What follows belongs to an exercise in optimizing a design on an open flow for small area, a short achievable clock period and few clock cycles per item; a production flow would make more cautious choices.
Only simulation tests tie the RTL to the original design; equivalence was not proved.

**flow/run.sh**
```bash
#!/bin/bash
# synth_recipe.tcl (not shown) runs the flow's synth.tcl, then flattens the netlist and writes it again
# the make line also repeats each setting of config.mk as NAME=value (left out here)
make -C /OpenROAD-flow-scripts/flow DESIGN_CONFIG=/design/flow/config.mk WORK_HOME=/design/flow/orfs CLKGATE_MAP_FILE= SYNTH_SCRIPT=/design/flow/synth_recipe.tcl finish
```
**flow/config.mk**
```make
export PLATFORM = sky130hd
export DESIGN_NAME = mc_alu
export DESIGN_NICKNAME = mc_alu
export VERILOG_FILES = /design/flow/design.v
export SDC_FILE = /design/flow/constraint.sdc
export NUM_CORES = 4
export LEC_CHECK = 0
export CAP_MARGIN = 20
export CORE_MARGIN = 2
export CORE_UTILIZATION = 40
export SLEW_MARGIN = 20
```
**flow/constraint.sdc**
```tcl
create_clock -name core_clock -period 6.0 [get_ports {clk}]
set_input_delay 1.2000 -clock core_clock [delete_from_list [all_inputs] [get_ports {clk}]]
set_output_delay 1.2000 -clock core_clock [all_outputs]
set_load 0.01 [all_outputs]
```
**flow/design.v**
```verilog
module mc_alu #(
    parameter int unsigned WIDTH = 64,
    parameter int unsigned CNT_W = $clog2(WIDTH + 1)
) (
    input  logic             clk,
    input  logic             rst,
    input  logic             in_valid,
    output logic             in_ready,
    input  logic [3:0]       ctl,
    input  logic [WIDTH-1:0] a,
    input  logic [WIDTH-1:0] b,
    output logic             out_valid,
    input  logic             out_ready,
    output logic [WIDTH-1:0] out,
    output logic             zero,
    output logic             carry,
    output logic             dz
);
    localparam int DW = 74;    
    function automatic logic [6:0] lzc64(input logic [63:0] v);
        logic [63:0] c1;    
        logic [47:0] c2;    
        logic [31:0] c3;    
        logic [19:0] c4;    
        logic [11:0] c5;    
        logic [31:0] z1;
        logic [15:0] z2;
        logic [7:0]  z3;
        logic [3:0]  z4;
        logic [1:0]  z5;
        for (int i = 0; i < 32; i++) begin
            z1[i] = ~(v[2*i+1] | v[2*i]);
            c1[2*i +: 2] = v[2*i+1] ? 2'd0 : (v[2*i] ? 2'd1 : 2'd2);
        end
        for (int i = 0; i < 16; i++) begin
            z2[i] = z1[2*i+1] & z1[2*i];
            c2[3*i +: 3] = z1[2*i+1] ? {1'b0, c1[2*(2*i) +: 2]} + 3'd2 : {1'b0, c1[2*(2*i+1) +: 2]};
        end
        for (int i = 0; i < 8; i++) begin
            z3[i] = z2[2*i+1] & z2[2*i];
            c3[4*i +: 4] = z2[2*i+1] ? {1'b0, c2[3*(2*i) +: 3]} + 4'd4 : {1'b0, c2[3*(2*i+1) +: 3]};
        end
        for (int i = 0; i < 4; i++) begin
            z4[i] = z3[2*i+1] & z3[2*i];
            c4[5*i +: 5] = z3[2*i+1] ? {1'b0, c3[4*(2*i) +: 4]} + 5'd8 : {1'b0, c3[4*(2*i+1) +: 4]};
        end
        for (int i = 0; i < 2; i++) begin
            z5[i] = z4[2*i+1] & z4[2*i];
            c5[6*i +: 6] = z4[2*i+1] ? {1'b0, c4[5*(2*i) +: 5]} + 6'd16 : {1'b0, c4[5*(2*i+1) +: 5]};
        end
        lzc64 = z5[1] ? {1'b0, c5[5:0]} + 7'd32 : {1'b0, c5[11:6]};
    endfunction
    logic             s2_valid;    
    logic             ov_q;        
    logic             first;       
    logic [6:0]       cnt;
    logic             o_add, o_sub, o_mul, o_div, o_rem, o_log, o_shl, o_shr, o_dz;
    logic             lx, ln, ls, lc;  
    logic [63:0]      X, Y, L, H;
    logic             carry_q, dz_q;
    logic [3:0]  op;
    logic        b_zero, b_big;
    logic [2:0]  nch_a, nch_b;
    logic        mswap;
    logic [63:0] mplier, malign;
    logic [6:0]  lza, lzb, s_div;
    always_comb begin
        op = ctl;
        if (ctl == 4'd0 || ctl > 4'd11) op = 4'd1;
    end
    function automatic logic [2:0] nchunks(input logic [63:0] v);
        if (|v[63:48])      nchunks = 3'd4;
        else if (|v[47:32]) nchunks = 3'd3;
        else if (|v[31:16]) nchunks = 3'd2;
        else                nchunks = 3'd1;
    endfunction
    always_comb begin
        b_zero = (b == '0);
        b_big  = |b[63:6];
        nch_a  = nchunks(a);
        nch_b  = nchunks(b);
        mswap  = (nch_b < nch_a);             
        mplier = mswap ? b : a;
        case (mswap ? nch_b : nch_a)
            3'd1:    malign = {mplier[15:0], 48'd0};
            3'd2:    malign = {mplier[31:0], 32'd0};
            3'd3:    malign = {mplier[47:0], 16'd0};
            default: malign = mplier;
        endcase
        lza   = lzc64(a);
        lzb   = lzc64(b);
        s_div = (lzb >= lza) ? (lzb - lza + 7'd1) : 7'd0;
    end
    logic        L_free, step, last, done, accept;
    logic [3:0]    b_one, b_two, b_neg;       
    logic [3:0]    bn_one, bn_two, bn_neg;    
    logic [DW-1:0] xe, pp0, pp1, pp2, pp3, in1, s1, c1, s2, c2, cs_s, cs_c, T;
    logic [63:0]   msrc, Y_d;
    logic [64:0]   rsh;
    logic          ge, ovf;
    logic [63:0]   H_next;
    function automatic logic [DW-1:0] booth_pp(input logic one, input logic two, input logic neg,
                                               input logic [DW-1:0] x);
        booth_pp = (({DW{one}} & x) | ({DW{two}} & {x[DW-2:0], 1'b0})) ^ {DW{neg}};
    endfunction
    always_comb begin
        xe  = {{(DW-64){1'b0}}, X};
        pp0 = booth_pp(b_one[0], b_two[0], b_neg[0], xe);
        pp1 = booth_pp(b_one[1], b_two[1], b_neg[1], xe);
        pp2 = booth_pp(b_one[2], b_two[2], b_neg[2], xe);
        pp3 = booth_pp(b_one[3], b_two[3], b_neg[3], xe);
        pp1 = {pp1[DW-3:0], 2'b00};
        pp2 = {pp2[DW-5:0], 4'b0000};
        pp3 = {pp3[DW-7:0], 6'b000000};
        msrc = first ? (X & {64{Y[63]}}) : L;
        rsh  = {H, L[63]};
        if (o_mul)      in1 = {2'b00, msrc, 1'b0, b_neg[3], 1'b0, b_neg[2], 1'b0, b_neg[1], 2'b00};
        else if (o_div) in1 = {9'd0, rsh};
        else            in1 = {10'd0, Y};
        s1   = pp3 ^ pp2 ^ pp1;
        c1   = {((pp3 & pp2) | (pp3 & pp1) | (pp2 & pp1)), 1'b0};
        s2   = s1 ^ c1 ^ pp0;
        c2   = {((s1 & c1) | (s1 & pp0) | (c1 & pp0)), 1'b0};
        cs_s = s2 ^ c2 ^ in1;
        cs_c = {((s2 & c2) | (s2 & in1) | (c2 & in1)), b_neg[0]};
        T    = cs_s + cs_c;
        ge     = ~T[DW-1];
        ovf    = |T[DW-1:64];
        H_next = ge ? T[63:0] : rsh[63:0];
    end
    logic [6:0]  m_amt, t_amt;
    logic [5:0]  r_amt;
    logic [63:0] rot, msk, rot_lo, rot_hi, lres, res1, lmaj;
    always_comb begin
        m_amt = o_div ? cnt : {1'b0, X[5:0]};
        r_amt = o_shl ? (6'd0 - X[5:0]) : m_amt[5:0];
        t_amt = o_shl ? {1'b0, X[5:0]} : (7'd64 - m_amt);
        rot   = Y;
        for (int k = 0; k < 6; k++)
            if (r_amt[k]) rot = (rot >> (1 << k)) | (rot << (64 - (1 << k)));
        for (int i = 0; i < 64; i++) msk[i] = (7'(i) < t_amt);
        rot_lo = rot & msk;
        rot_hi = rot & ~msk;
        lmaj = in1[63:0] & pp0[63:0];
        lres = ({64{ls}} & cs_s[63:0]) | ({64{lc}} & lmaj);
        if (o_add)      res1 = T[63:0];
        else if (o_shl) res1 = rot_hi;
        else if (o_shr) res1 = rot_lo;
        else            res1 = lres;
    end
    always_comb begin
        if (o_mul)      last = (cnt == 7'd1);
        else if (o_div) last = first ? (cnt == 7'd0) : (cnt == 7'd1);
        else            last = 1'b1;
        L_free   = ~ov_q | out_ready;
        step     = s2_valid & L_free;
        done     = step & last;
        in_ready = ~s2_valid | done;
        accept   = in_valid & in_ready;
    end
    always_ff @(posedge clk or posedge rst) begin
        if (rst) begin
            s2_valid <= 1'b0;
            ov_q     <= 1'b0;
        end else begin
            s2_valid <= accept | (s2_valid & ~done);
            ov_q     <= done | (ov_q & ~out_ready);
        end
    end
    always_ff @(posedge clk) begin
        if (accept) begin
            o_add <= (op == 4'd1) || (op == 4'd2);
            o_sub <= (op == 4'd2);
            o_mul <= (op == 4'd3);
            o_div <= (op == 4'd6 || op == 4'd11) && !b_zero;
            o_rem <= (op == 4'd11);
            o_shl <= (op == 4'd4) && !b_big;
            o_shr <= (op == 4'd5) && !b_big;
            o_dz  <= (op == 4'd6 || op == 4'd11) && b_zero;
            o_log <= !((op == 4'd1) || (op == 4'd2) || (op == 4'd3) || ((op == 4'd6 || op == 4'd11) && !b_zero) ||
                       ((op == 4'd4 || op == 4'd5) && !b_big));
            case (op)
                4'd6:    {lx, ln, ls, lc} <= 4'b0111;    
                4'd7:    {lx, ln, ls, lc} <= 4'b0110;    
                4'd8:    {lx, ln, ls, lc} <= 4'b1001;    
                4'd9:    {lx, ln, ls, lc} <= 4'b1011;    
                4'd10:   {lx, ln, ls, lc} <= 4'b1010;    
                4'd11:   {lx, ln, ls, lc} <= 4'b0010;    
                default: {lx, ln, ls, lc} <= 4'b0000;    
            endcase
            first <= 1'b1;
            if (op == 4'd3) begin
                X   <= mswap ? a : b;
                cnt <= {3'b000, (mswap ? nch_b : nch_a), 1'b0};
            end else begin
                X   <= b;
                cnt <= s_div;
            end
        end else if (step) begin
            first <= 1'b0;
            if (o_mul) begin
                cnt <= cnt - 7'd1;
            end else if (o_div && !first) begin
                cnt <= cnt - 7'd1;
            end
        end
    end
    logic n_mul, n_sub;
    always_comb begin
        if (accept)                Y_d = (op == 4'd3) ? malign : a;
        else if (step && o_mul)    Y_d = {Y[55:0], 8'd0};
        else                       Y_d = Y;
        n_mul = accept ? (op == 4'd3) : o_mul;
        for (int j = 0; j < 4; j++) begin
            bn_one[j] = Y_d[56+2*j] ^ Y_d[55+2*j];
            bn_two[j] = (Y_d[57+2*j] & ~Y_d[56+2*j] & ~Y_d[55+2*j]) |
                        (~Y_d[57+2*j] & Y_d[56+2*j] & Y_d[55+2*j]);
            bn_neg[j] = Y_d[57+2*j] & ~(Y_d[56+2*j] & Y_d[55+2*j]);
        end
        if (!n_mul) begin
            bn_one = '0; bn_two = '0; bn_neg = '0;
            if (accept) begin
                bn_one[0] = (op == 4'd1) || (op == 4'd2) || (op == 4'd6 && !b_zero) ||
                            (op == 4'd11 && !b_zero) || (op == 4'd8) || (op == 4'd9) || (op == 4'd10);
                bn_neg[0] = (op == 4'd2) || (op == 4'd6) || (op == 4'd11 && !b_zero) || (op == 4'd7);
            end else begin
                bn_one[0] = b_one[0];
                bn_neg[0] = b_neg[0];
            end
        end
    end
    always_ff @(posedge clk) begin
        Y     <= Y_d;
        b_one <= bn_one;
        b_two <= bn_two;
        b_neg <= bn_neg;
    end
    always_ff @(posedge clk) begin
        if (step) begin
            if (o_mul) begin
                L       <= T[63:0];
                carry_q <= (carry_q & ~first) | ovf;
                dz_q    <= 1'b0;
            end else if (o_div) begin
                carry_q <= 1'b0;
                dz_q    <= 1'b0;
                if (first) begin
                    L <= (o_rem && cnt == 7'd0) ? rot_lo : rot_hi;
                end else begin
                    L <= (o_rem && cnt == 7'd1) ? H_next : {L[62:0], ge};
                end
            end else begin
                L       <= res1;
                carry_q <= o_add & T[64];
                dz_q    <= o_dz;
            end
        end
    end
    always_ff @(posedge clk) H <= (o_div & first) ? rot_lo : H_next;
    assign out_valid = ov_q;
    assign out       = L;
    assign zero      = (L == '0);
    assign carry     = carry_q;
    assign dz        = dz_q;
endmodule
```
==> notes.md, run 1 <==
routability congestion estimate from global placement=between 1 and 1.5; Die Y=approximately 330 um; hold depth=2; Fin Setup TNS=-5.523 ns; ANT nets after route=0; Worst R2R Setup Slack=-0.21 ns; most frequent cells in the layout=buf_4, mux2i_1, nor2_1; Area after DPL=54,220 um^2; Total GRT Usage=just under 50%; Hold WC Path Type=flip-flop to flip-flop; Rel. slew slack=between 10% and 20%; antenna violations before repair=46; commonest non-fill, non-tap cell in the layout=buf_4; # nets final=approximately 6,700; final non-filler cell area=just under 60,000 um^2; I/O Buffers=204; Critical Path Source Type=flip-flop; Hold EP=ov_q$_DFF_PP0_; DRC=0; Max Slew Vio Count=0; DR vias/cell=between 6 and 7; total core area=~110,000 um^2; syn_nets=about 5,700; clock-pin slew on the worst setup and hold paths=roughly 0.060 ns; via count=roughly 52,000; Buf/Inv on CP=8; worst-margin pin slew=1.334 ns; row cnt=120; RSZ-0062 raised after global routing=yes; largest net degree at the start of global routing=77; period utilisation layout=103.6%; Root Buffer=clkbuf_16; maxcap violations=0; Clock H-tree levels=2; first-pass GRT wire length=385,000 um; Final Skew=between 0.02 and 0.03 ns; CTS tree=done; Post-Syn Area=43,060 um^2; DR iter-0 viols=between 7,000 and 8,000; SO Faults=setup timing; ys flop type=edfxtp_1; outcome=complete, but fails checks; async set-reset flop share out of synthesis=0.6920%; Final Hold Vio Count=0; slowest stage delay, CP=between 0.5 and 0.6 ns; die width=about 330 um; vias in the first global route=48,610; critical path arrival=between 6 and 7 ns; Starting Density=between 40% and 50%; # setup viols final=59; CP endpoint kind=flip-flop; share of layout cells above drive strength 1=around 28%; Seq/Total Area, Yosys=~18%; worst flop-to-flop path startpoint=b_one[1]$_SDFF_PP0_; WL per Instance=about 37 um; Worst-Skew Late Latency=approximately 0.64 ns; CP cell instances=buf_12 > buf_12 > clkbuf_16 > a22oi_1 > xnor2_1 > fa_1 > inv_2 > fa_1 > fa_1 > inv_1 > ha_4 > buf_6 > nand2_1 > o21ai_0 > buf_4 > a221oi_2 > o31a_1 > nand2_2 > o311a_4 > nand2_8 > buf_12 > mux2_4 > a2111oi_4 > a211oi_1; Synth Instances=roughly 5,300; hpwl dp=223,300 um; Syn Area/Cell=8.172 um^2; crit-path max FO=13; Yosys reg bits=289; r2r endpoint=L[35]$_DFFE_PP_; Crit Path Class=flip-flop to flip-flop; crit-path leading delay family=adder cells; cts hold-fix bufs=0; global route total overflow=0; R2R cell count=24; CP max stage cell=fa_1; Routed WL=about 290,000 um; # clock sinks=289; fmax=roughly 160 MHz; total number of yosys warnings=1; Pre-antenna DRT Iters=7; TritonCTS Buffers=40; critical path data required time=roughly 6.4 ns; EDFF count, synth=roughly 200; Min Clock Period, post-route=slightly above 6 ns; Final WS setup=-0.2148 ns; die area=~110,000 um^2; Max Root-Sink Buffers=3; P&R area growth vs syn=38.18%; min-delay src=ov_q$_DFF_PP0_; post-synth cell types=~100; number of I/O pins=205
==> cell usage after synthesis, types with 61 or more instances <==
cell type | number | area (um^2)
nor2_1 | 377 | 1415
ha_1 | 111 | 1389
dfxtp_1 | 85 | 1702
a22oi_1 | 318 | 2387
fa_1 | 207 | 4144
mux2_2 | 107 | 1205
xnor2_1 | 363 | 3179
nor3_1 | 80 | 400.4
inv_1 | 345 | 1295
o21ai_0 | 281 | 1406
nand2_1 | 372 | 1396
nand3_1 | 87 | 435.4
a21oi_1 | 383 | 1917
clkbuf_1 | 270 | 1013
buf_1 | 109 | 409.1
mux2i_1 | 512 | 5125
edfxtp_1 | 202 | 6066
buf_2 | 61 | 305.3
==> registers in the layout (all words and copies together), names as in the netlist, 4 cells and up <==
register / flops
H: 64
Y: 64
b_one: 4
X: 64
b_two: 4
cnt: 7
b_neg: 4
L: 64
==> stage by stage <==
| step | worst slack (ns) | std cells | hold WS [ns] | util [%] |
|---|---|---|---|---|
| 2_1_floorplan | 0.009126 | 5269 | 0.4614 | - |
| 3_3_place_gp | -0.9099 | 7504 | 0.4880 | 50.70 |
| 3_5_place_dp | -0.8441 | 7505 | 0.5065 | 50.72 |
| 4_1_cts | -0.009295 | 7633 | 0.5201 | 53.43 |
| 5_1_grt | -0.2910 | 7728 | 0.5441 | 55.60 |
| 6_report | -0.2148 | 7750 | 0.5185 | 55.65 |
==> layer usage <==
layer | track usage (%) | up-vias | share of wire [%]
met3 | 17.52 | 1178 | 14
li1 | - | 21480 | -
met4 | 37.54 | 34 | 10
met2 | 68.90 | 4297 | 39
met1 | 61.06 | 25250 | 36
met5 | 0 | - | 0.076
==> tightest hold or removal path, stage by stage (launching register included) <==
cell      delay [ns]
dfrtp_1         0.34
nand2b_1        0.08
nand2_1         0.06
==> cell families (layout without fill, tap and decap cells) <==
group	after synthesis	count (layout)	share of synthesized area, %
compound gates	1655	1655	26.06
xor+xnor	401	401	8.157
fa+ha+maj	318	318	12.85
buf+inv	801	1845	7.265
flops	289	289	18.16
mux	622	622	14.81
other cells	0	32	0
simple gates	1183	1185	12.70
==> area by class of cell <==
class | count | area, um^2
multi-input cells | 4181 | 34350
clock buffers | 54 | 1105
fillers | 9990 | 47410
flip-flops and latches | 289 | 7851
well taps | 1403 | 1755
clock inverters | 17 | 182.7
inverters | 350 | 1319
diodes | 32 | 80.08
repair buffers | 1424 | 12850
==> how the worst max path moves through the flow <==
stage	startpoint	endpoint	slack (ns)	cells after the start
after floorplan	X[5]$_DFFE_PP_	L[36]$_DFFE_PP_	0.009	22
final	b_one[1]$_SDFF_PP0_	L[35]$_DFFE_PP_	-0.21	24
after CTS	b_one[3]$_SDFF_PP0_	L[6]$_DFFE_PP_	-0.009	23
after detailed placement	b[38]	b_neg[3]$_SDFF_PP0_	-0.84	17
after global routing	b_one[2]$_SDFF_PP0_	L[35]$_DFFE_PP_	-0.29	23
after global placement	b[38]	b_neg[3]$_SDFF_PP0_	-0.91	17
==> timing repair <==
item                                    CTS  global route
cloned                                   12            16
endpoints found under the setup margin  121           109
gates resized for setup                 201           265
buffers inserted                         45            72
pin swaps                                47            98
endpoints found under the hold margin     0             0
Testbench counts, summed over its fixed seeds: cycles 13,465, items 3,200.
==> run 2, diff against run 1 <==
--- a/flow/design.v
+++ b/flow/design.v
@@ -51,4 +51,13 @@
         lzc64 = z5[1] ? {1'b0, c5[5:0]} + 7'd32 : {1'b0, c5[11:6]};
     endfunction
+    function automatic logic [11:0] booth4(input logic [8:0] v);
+        logic [3:0] one, two, neg;
+        for (int j = 0; j < 4; j++) begin
+            one[j] = v[2*j+1] ^ v[2*j];
+            two[j] = (v[2*j+2] & ~v[2*j+1] & ~v[2*j]) | (~v[2*j+2] & v[2*j+1] & v[2*j]);
+            neg[j] = v[2*j+2] & ~(v[2*j+1] & v[2*j]);
+        end
+        booth4 = {one, two, neg};
+    endfunction
     logic             s2_valid;    
     logic             ov_q;        
@@ -58,4 +67,5 @@
     logic             lx, ln, ls, lc;  
     logic [63:0]      X, Y, L, H;
+    logic [1:0]       Y3h;         
     logic             carry_q, dz_q;
     logic [3:0]  op;
@@ -65,4 +75,8 @@
     logic [63:0] mplier, malign;
     logic [6:0]  lza, lzb, s_div;
+    logic [7:0]  lzsum;
+    logic [2:0]  nch_m;
+    logic [11:0] bc_a1, bc_a2, bc_a3, bc_a4, bc_b1, bc_b2, bc_b3, bc_b4, bc_m;
+    logic        c_def, c_amb;
     always_comb begin
         op = ctl;
@@ -82,5 +96,16 @@
         mswap  = (nch_b < nch_a);             
         mplier = mswap ? b : a;
-        case (mswap ? nch_b : nch_a)
+        nch_m  = mswap ? nch_b : nch_a;
+        bc_a1 = booth4({a[15:8], a[7]});   bc_b1 = booth4({b[15:8], b[7]});
+        bc_a2 = booth4({a[31:24], a[23]}); bc_b2 = booth4({b[31:24], b[23]});
+        bc_a3 = booth4({a[47:40], a[39]}); bc_b3 = booth4({b[47:40], b[39]});
+        bc_a4 = booth4({a[63:56], a[55]}); bc_b4 = booth4({b[63:56], b[55]});
+        case (nch_m)
+            3'd1:    bc_m = mswap ? bc_b1 : bc_a1;
+            3'd2:    bc_m = mswap ? bc_b2 : bc_a2;
+            3'd3:    bc_m = mswap ? bc_b3 : bc_a3;
+            default: bc_m = mswap ? bc_b4 : bc_a4;
+        endcase
+        case (nch_m)
             3'd1:    malign = {mplier[15:0], 48'd0};
             3'd2:    malign = {mplier[31:0], 32'd0};
@@ -91,4 +116,5 @@
         lzb   = lzc64(b);
         s_div = (lzb >= lza) ? (lzb - lza + 7'd1) : 7'd0;
+        lzsum = {1'b0, lza} + {1'b0, lzb};
     end
     logic        L_free, step, last, done, accept;
@@ -97,6 +123,8 @@
     logic [DW-1:0] xe, pp0, pp1, pp2, pp3, in1, s1, c1, s2, c2, cs_s, cs_c, T;
     logic [63:0]   msrc, Y_d;
-    logic [64:0]   rsh;
-    logic          ge, ovf;
+    logic [65:0]   rs;
+    logic [67:0]   d2, d3;
+    logic          ge1, ge2, ge3;
+    logic [1:0]    qd;
     logic [63:0]   H_next;
     function automatic logic [DW-1:0] booth_pp(input logic one, input logic two, input logic neg,
@@ -114,7 +142,7 @@
         pp3 = {pp3[DW-7:0], 6'b000000};
         msrc = first ? (X & {64{Y[63]}}) : L;
-        rsh  = {H, L[63]};
+        rs   = {H, L[63:62]};
         if (o_mul)      in1 = {2'b00, msrc, 1'b0, b_neg[3], 1'b0, b_neg[2], 1'b0, b_neg[1], 2'b00};
-        else if (o_div) in1 = {9'd0, rsh};
+        else if (o_div) in1 = first ? '0 : {8'd0, rs};
         else            in1 = {10'd0, Y};
         s1   = pp3 ^ pp2 ^ pp1;
@@ -124,14 +152,18 @@
         cs_s = s2 ^ c2 ^ in1;
         cs_c = {((s2 & c2) | (s2 & in1) | (c2 & in1)), b_neg[0]};
-        T    = cs_s + cs_c;
-        ge     = ~T[DW-1];
-        ovf    = |T[DW-1:64];
-        H_next = ge ? T[63:0] : rsh[63:0];
-    end
+        T      = cs_s + cs_c;
+        ge1    = ~T[DW-1];
+        ge2    = ~d2[67];
+        ge3    = ~d3[67];
+        qd     = {ge2, ge3 | (ge1 & ~ge2)};
+        H_next = ge3 ? d3[63:0] : ge2 ? d2[63:0] : ge1 ? T[63:0] : rs[63:0];
+    end
+    mc_alu_add #(68) u_d2 (.x({2'b00, rs}), .y(~{3'b000, X, 1'b0}), .ci(1'b1), .s(d2));
+    mc_alu_add #(68) u_d3 (.x({2'b00, rs}), .y(~{2'b00, Y3h, Y}), .ci(1'b1), .s(d3));
     logic [6:0]  m_amt, t_amt;
     logic [5:0]  r_amt;
     logic [63:0] rot, msk, rot_lo, rot_hi, lres, res1, lmaj;
     always_comb begin
-        m_amt = o_div ? cnt : {1'b0, X[5:0]};
+        m_amt = o_div ? {cnt[5:0], 1'b0} : {1'b0, X[5:0]};
         r_amt = o_shl ? (6'd0 - X[5:0]) : m_amt[5:0];
         t_amt = o_shl ? {1'b0, X[5:0]} : (7'd64 - m_amt);
@@ -178,4 +210,6 @@
             o_shr <= (op == 4'd5) && !b_big;
             o_dz  <= (op == 4'd6 || op == 4'd11) && b_zero;
+            c_def <= (lzsum <= 8'd62);
+            c_amb <= (lzsum == 8'd63);
             o_log <= !((op == 4'd1) || (op == 4'd2) || (op == 4'd3) || ((op == 4'd6 || op == 4'd11) && !b_zero) ||
                        ((op == 4'd4 || op == 4'd5) && !b_big));
@@ -195,5 +229,5 @@
             end else begin
                 X   <= b;
-                cnt <= s_div;
+                cnt <= (s_div + {6'd0, s_div[0]}) >> 1;    
             end
         end else if (step) begin
@@ -210,15 +244,14 @@
         if (accept)                Y_d = (op == 4'd3) ? malign : a;
         else if (step && o_mul)    Y_d = {Y[55:0], 8'd0};
+        else if (step && o_div && first) Y_d = T[63:0];    
         else                       Y_d = Y;
         n_mul = accept ? (op == 4'd3) : o_mul;
-        for (int j = 0; j < 4; j++) begin
-            bn_one[j] = Y_d[56+2*j] ^ Y_d[55+2*j];
-            bn_two[j] = (Y_d[57+2*j] & ~Y_d[56+2*j] & ~Y_d[55+2*j]) |
-                        (~Y_d[57+2*j] & Y_d[56+2*j] & Y_d[55+2*j]);
-            bn_neg[j] = Y_d[57+2*j] & ~(Y_d[56+2*j] & Y_d[55+2*j]);
-        end
+        if (accept)             {bn_one, bn_two, bn_neg} = bc_m;
+        else if (step && o_mul) {bn_one, bn_two, bn_neg} = booth4(Y[55:47]);
+        else                    {bn_one, bn_two, bn_neg} = {b_one, b_two, b_neg};
         if (!n_mul) begin
             bn_one = '0; bn_two = '0; bn_neg = '0;
             if (accept) begin
+                bn_one[1] = (op == 4'd6 || op == 4'd11) && !b_zero;
                 bn_one[0] = (op == 4'd1) || (op == 4'd2) || (op == 4'd6 && !b_zero) ||
                             (op == 4'd11 && !b_zero) || (op == 4'd8) || (op == 4'd9) || (op == 4'd10);
@@ -227,4 +260,5 @@
                 bn_one[0] = b_one[0];
                 bn_neg[0] = b_neg[0];
+                bn_one[1] = b_one[1] & ~step;
             end
         end
@@ -232,4 +266,5 @@
     always_ff @(posedge clk) begin
         Y     <= Y_d;
+        if (step && o_div && first) Y3h <= T[65:64];
         b_one <= bn_one;
         b_two <= bn_two;
@@ -240,14 +275,11 @@
             if (o_mul) begin
                 L       <= T[63:0];
-                carry_q <= (carry_q & ~first) | ovf;
+                carry_q <= c_def | (c_amb & T[64]);    
                 dz_q    <= 1'b0;
             end else if (o_div) begin
                 carry_q <= 1'b0;
                 dz_q    <= 1'b0;
-                if (first) begin
-                    L <= (o_rem && cnt == 7'd0) ? rot_lo : rot_hi;
-                end else begin
-                    L <= (o_rem && cnt == 7'd1) ? H_next : {L[62:0], ge};
-                end
+                if (first) L <= rot_hi;
+                else       L <= {L[61:0], qd};
             end else begin
                 L       <= res1;
@@ -257,9 +289,37 @@
         end
     end
-    always_ff @(posedge clk) H <= (o_div & first) ? rot_lo : H_next;
+    always_ff @(posedge clk) if (step && o_div) H <= first ? rot_lo : H_next;
+    logic rem_out;    
+    always_ff @(posedge clk) if (done) rem_out <= o_div & o_rem;
     assign out_valid = ov_q;
-    assign out       = L;
-    assign zero      = (L == '0);
+    assign out       = rem_out ? H : L;
+    assign zero      = (out == '0);
     assign carry     = carry_q;
     assign dz        = dz_q;
 endmodule
+module mc_alu_add #(parameter int N = 64) (
+    input  logic [N-1:0] x,
+    input  logic [N-1:0] y,
+    input  logic         ci,
+    output logic [N-1:0] s
+);
+    logic [N-1:0] p, g, G, P;
+    always_comb begin
+        p = x ^ y;
+        g = x & y;
+        G = g;
+        P = p;
+        G[0] = g[0] | (p[0] & ci);
+        for (int l = 0; (1 << l) < N; l++)
+            for (int i = (2 << l) - 1; i < N; i += (2 << l)) begin
+                G[i] = G[i] | (P[i] & G[i - (1 << l)]);
+                P[i] = P[i] & P[i - (1 << l)];
+            end
+        for (int l = 6; l >= 0; l--)
+            for (int i = 3 * (1 << l) - 1; i < N; i += (2 << l)) begin
+                G[i] = G[i] | (P[i] & G[i - (1 << l)]);
+                P[i] = P[i] & P[i - (1 << l)];
+            end
+        s = p ^ {G[N-2:0], ci};
+    end
+endmodule
--- a/flow/config.mk
+++ b/flow/config.mk
@@ -9,3 +9,4 @@
 export CORE_MARGIN = 2
 export CORE_UTILIZATION = 40
+export SETUP_SLACK_MARGIN = 0.25
 export SLEW_MARGIN = 20
==> run 2 against run 1 <==
The layout still fails its checks (setup timing); synthesized cell count grew 29%; global-route usage grew 4.1 points; critical endpoint is now H[57]$_DFFE_PP_; highest routed layer unchanged.
==> notes.md, run 2 <==
outcome=complete, but fails checks; SO Faults=setup timing; min-delay src=ov_q$_DFF_PP0_; most used cell, CP=fa_1; critical path data required time=6.41 ns (+0.06 ns); Min Hold Slack=0.5294 ns (+0.01084 ns); RSZ-0062 raised after global routing=yes; commonest non-fill, non-tap cell in the layout=buf_4; Total GRT Usage=53.19% (+4.1 points); Worst-Skew Late Latency=0.68 ns (+0.04 ns); Final Skew=0.03975 ns (+0.01048 ns); CP cell instances=buf_12 > clkbuf_16 > a22oi_1 > xnor2_1 > fa_1 > inv_1 > fa_1 > fa_1 > inv_2 > ha_4 > and4_4 > and4_4 > nand4_1 > o311a_4 > a2bb2oi_4 > buf_12 > a211o_1 > nand4_1 > buf_4 > nand2b_4 > buf_6 > mux2i_1 > a21oi_1 > a311o_1; ys flop type=edfxtp_1; Yosys top cell by area=edfxtp_1; CTS tree=done; antenna violations before repair=34 (-26%); P&R area growth vs syn=29.63%; GR peak layer=met2; Clock H-tree levels=2 (unchanged); hpwl dp=300,300 um (+34%); top post-synthesis cells by count=nand2_1, inv_1, a21oi_1, nor2_1, clkbuf_1; r2r endpoint=H[57]$_DFFE_PP_; critical path arrival=6.70 ns (+0.14 ns); share of layout cells above drive strength 1=24.32% (-4.1 points); Final WS setup=-0.2886 ns (-0.07380 ns); die area=136,100 um^2 (+23%); post-synth cell types=103 (-0.96%); EDFF count, synth=281 (+39%); Hold EP=ov_q$_DFF_PP0_; Buf/Inv on CP=7 (-1); total number of yosys warnings=2 (+1); ANT nets after route=0 (unchanged); DR iter-0 viols=11,710 (+51%); row cnt=133 (+11%); worst-margin pin slew=1.384 ns (+0.05019 ns); R2R cell count=24 (unchanged); TritonCTS Buffers=46 (+15%); slowest stage delay, CP=0.54 ns (-0.05 ns); CP endpoint kind=flip-flop; Layout fillers=12,620 (+26%); worst flop-to-flop path startpoint=b_one[2]$_SDFFE_PP0P_; Synth Instances=6,788 (+29%); via count=67,360 (+29%); WL per Instance=39.63 um (+7.7%); first-pass GRT wire length=508,200 um (+32%); # setup viols final=72 (+22%); I/O Buffers=204 (unchanged); Hold WC Path Type=flip-flop to flip-flop; fmax=159.0 MHz (-1.2%); global route total overflow=0 (unchanged); Routed WL=377,000 um (+32%); # clock sinks=294 (+1.7%); Rel. slew slack=7.464% (-3.4 points); Final Hold Vio Count=0 (unchanged); Area after DPL=64,860 um^2 (+20%); Post-Syn Area=53,250 um^2 (+24%); Synth top area share=15.84% (+1.8 points); hold depth=2 (unchanged); met3 Resource Use GR=22.27% (+4.8 points); crit-path leading delay family=adder cells; Root Buffer=clkbuf_16; Max Slew Vio Count=0 (unchanged); top cells by area, synth=edfxtp_1, fa_1, ha_1; Min Clock Period, post-route=6.289 ns (+0.07380 ns); # nets final=8,383 (+24%); Starting Density=40.41% (+0.13 points); global-route met1 utilization=63.76% (+2.7 points); largest net degree at the start of global routing=81 (+5.2%); DRC=0 (unchanged); dpl ws=-0.9964 ns (-0.1523 ns); cts hold-fix bufs=0 (unchanged); async set-reset flop share out of synthesis=0.6803% (-0.012 points); clock-pin slew on the worst setup and hold paths=0.06 ns (about the same); final non-filler cell area=69,030 um^2 (+16%); die width=368.9 um (+11%); routability congestion estimate from global placement=1.171 (+7.0%); Die Y=368.9 um (+11%); CP max stage cell=fa_1; Critical Path Source Type=flip-flop; Max Root-Sink Buffers=3 (unchanged); Syn Area/Cell=7.845 um^2 (-4.0%); Seq/Total Area, Yosys=16.35% (-1.8 points); maxcap violations=0 (unchanged); number of I/O pins=205 (unchanged); Worst R2R Setup Slack=-0.29 ns (-0.07 ns); most numerous cell in the Yosys netlist=nand2_1; DR vias/cell=7.080 (+5.0%); syn_nets=7,475 (+31%); met2 usage=73.83% (+4.9 points); most frequent cells in the layout=buf_4, nand2_1, inv_1; period utilisation layout=104.8% (+1.2 points); Yosys reg bits=294 (+1.7%); Pre-antenna DRT Iters=8 (+1); total core area=131,800 um^2 (+23%); crit-path max FO=13 (unchanged); vias in the first global route=62,550 (+29%); Crit Path Class=flip-flop to flip-flop
## run 2: changes by cell type in the layout (fill, tap and decap cells not counted), moves of 56 or more
cell	change
mux2i_1	-276
edfxtp_1	+79
nand3_1	+82
fa_1	+70
a31oi_1	+56
a21oi_1	+130
inv_1	+207
nor2_1	+69
dfxtp_1	-74
nand2_1	+315
nor3_1	+64
ha_1	+173
a221oi_1	+71
o21ai_0	+88
## run 2: layout make-up
cell class	count	area (um^2)	share of cell area (%)
multi-input combinational	5372	42190	61.11
sequential	294	8742	12.66
timing repair buffer	1422	12270	17.77
tap	1755	2196	3.181
inverter	560	2113	3.061
clock buffer	53	1177	1.706
clock inverter	33	287.8	0.4169
antenna	25	62.56	0.09062
## run 2: worst max path at each step
stage,start,end,depth (start not counted)
global route,b_one[2]$_SDFFE_PP0P_,H[13]$_DFFE_PP_,24
CTS,b_one[1]$_DFFE_PP_,carry_q$_DFFE_PP_,25
global placement,X[19]$_DFFE_PP_,carry_q$_DFFE_PP_,23
finish,b_one[2]$_SDFFE_PP0P_,H[57]$_DFFE_PP_,24
detailed placement,b_one[1]$_DFFE_PP_,carry_q$_DFFE_PP_,24
floorplan,b_two[0]$_SDFFE_PP0P_,H[3]$_DFFE_PP_,22
## run 2: kinds of logic after synthesis
| logic type | Yosys count | share of synthesized area (%) |
|---|---|---|
| AOI/OAI and AO/OA | 2193 | 27.88 |
| adders and majority gates | 551 | 16.77 |
| muxes | 388 | 8.223 |
| and+or+nand+nor | 1831 | 15.88 |
| buffers and inverters | 1122 | 8.164 |
| DFF | 294 | 16.35 |
| xor gates and xnor gates | 409 | 6.726 |
## run 2: layer usage
layer	routed length, um	vias up
met1	132600	32520
met3	57990	1756
met4	40480	22
li1	-	26780
met2	145600	6282
met5	408	-
## run 2: timing repair
| item | in CTS | in global routing |
|---|---|---|
| cloned | 2 | 5 |
| gates resized for setup | 160 | 237 |
| buffers inserted | 26 | 32 |
| setup endpoints to repair | 130 | 142 |
| pin swaps | 32 | 48 |
## run 2: metrics by stage
stage	util [%]	std cells	TNS, ns
after global routing	52.33	9489	-15.28
after floorplan	-	6788	0
after CTS	51.16	9452	-0.4275
after detailed placement	49.21	9338	-22.41
final	52.38	9514	-9.626
after global placement	49.21	9338	-15.14
## run 2: worst reg2reg max path: stages (launching register included)
cell	delay (ns)
dfxtp_4	0.36
buf_12	0.14
clkbuf_16	0.19
a22oi_1	0.28
xnor2_1	0.15
fa_1	0.54
inv_1	0.06
fa_1	0.45
fa_1	0.53
inv_2	0.06
ha_4	0.29
and4_4	0.24
and4_4	0.25
nand4_1	0.11
o311a_4	0.36
a2bb2oi_4	0.17
buf_12	0.19
a211o_1	0.23
nand4_1	0.13
buf_4	0.20
nand2b_4	0.30
buf_6	0.20
mux2i_1	0.19
a21oi_1	0.12
a311o_1	0.30
Testbench counts of run 2, summed over its fixed seeds: cycles 9,971, items 3,200.

port drivers added, routing unchanged:
No port has a modelled driver above. Below, the same layouts with a new extraction and two added sets of constraints.
Step 1: set_driving_cell puts a clkbuf_16 on clk and a buf_2 on each other input, an assumption about the parent block.
Step 2 moves the port delays by t, midway between the first and last clock arrival at a register: inputs arrive t later, outputs are due t later. That takes back most of the time a late clock gives input paths.
Three values: no drivers, after step 1, after step 2; two values: the first two.
run | t, ns | slack for setup (ns) | clock arrival spread, ns | worst register clock-pin slew, ns
run 1 | 0.703 | -0.215 / -0.215 / -0.766 | 0.031 / 0.031 | 0.08 / 0.08
run 2 | 0.742 | -0.289 / -0.289 / -0.347 | 0.039 / 0.039 | 0.08 / 0.08
For run 1, which loses most, drivers alone change the setup slack by 0.000 ns; drivers and shift together by -0.551 ns.
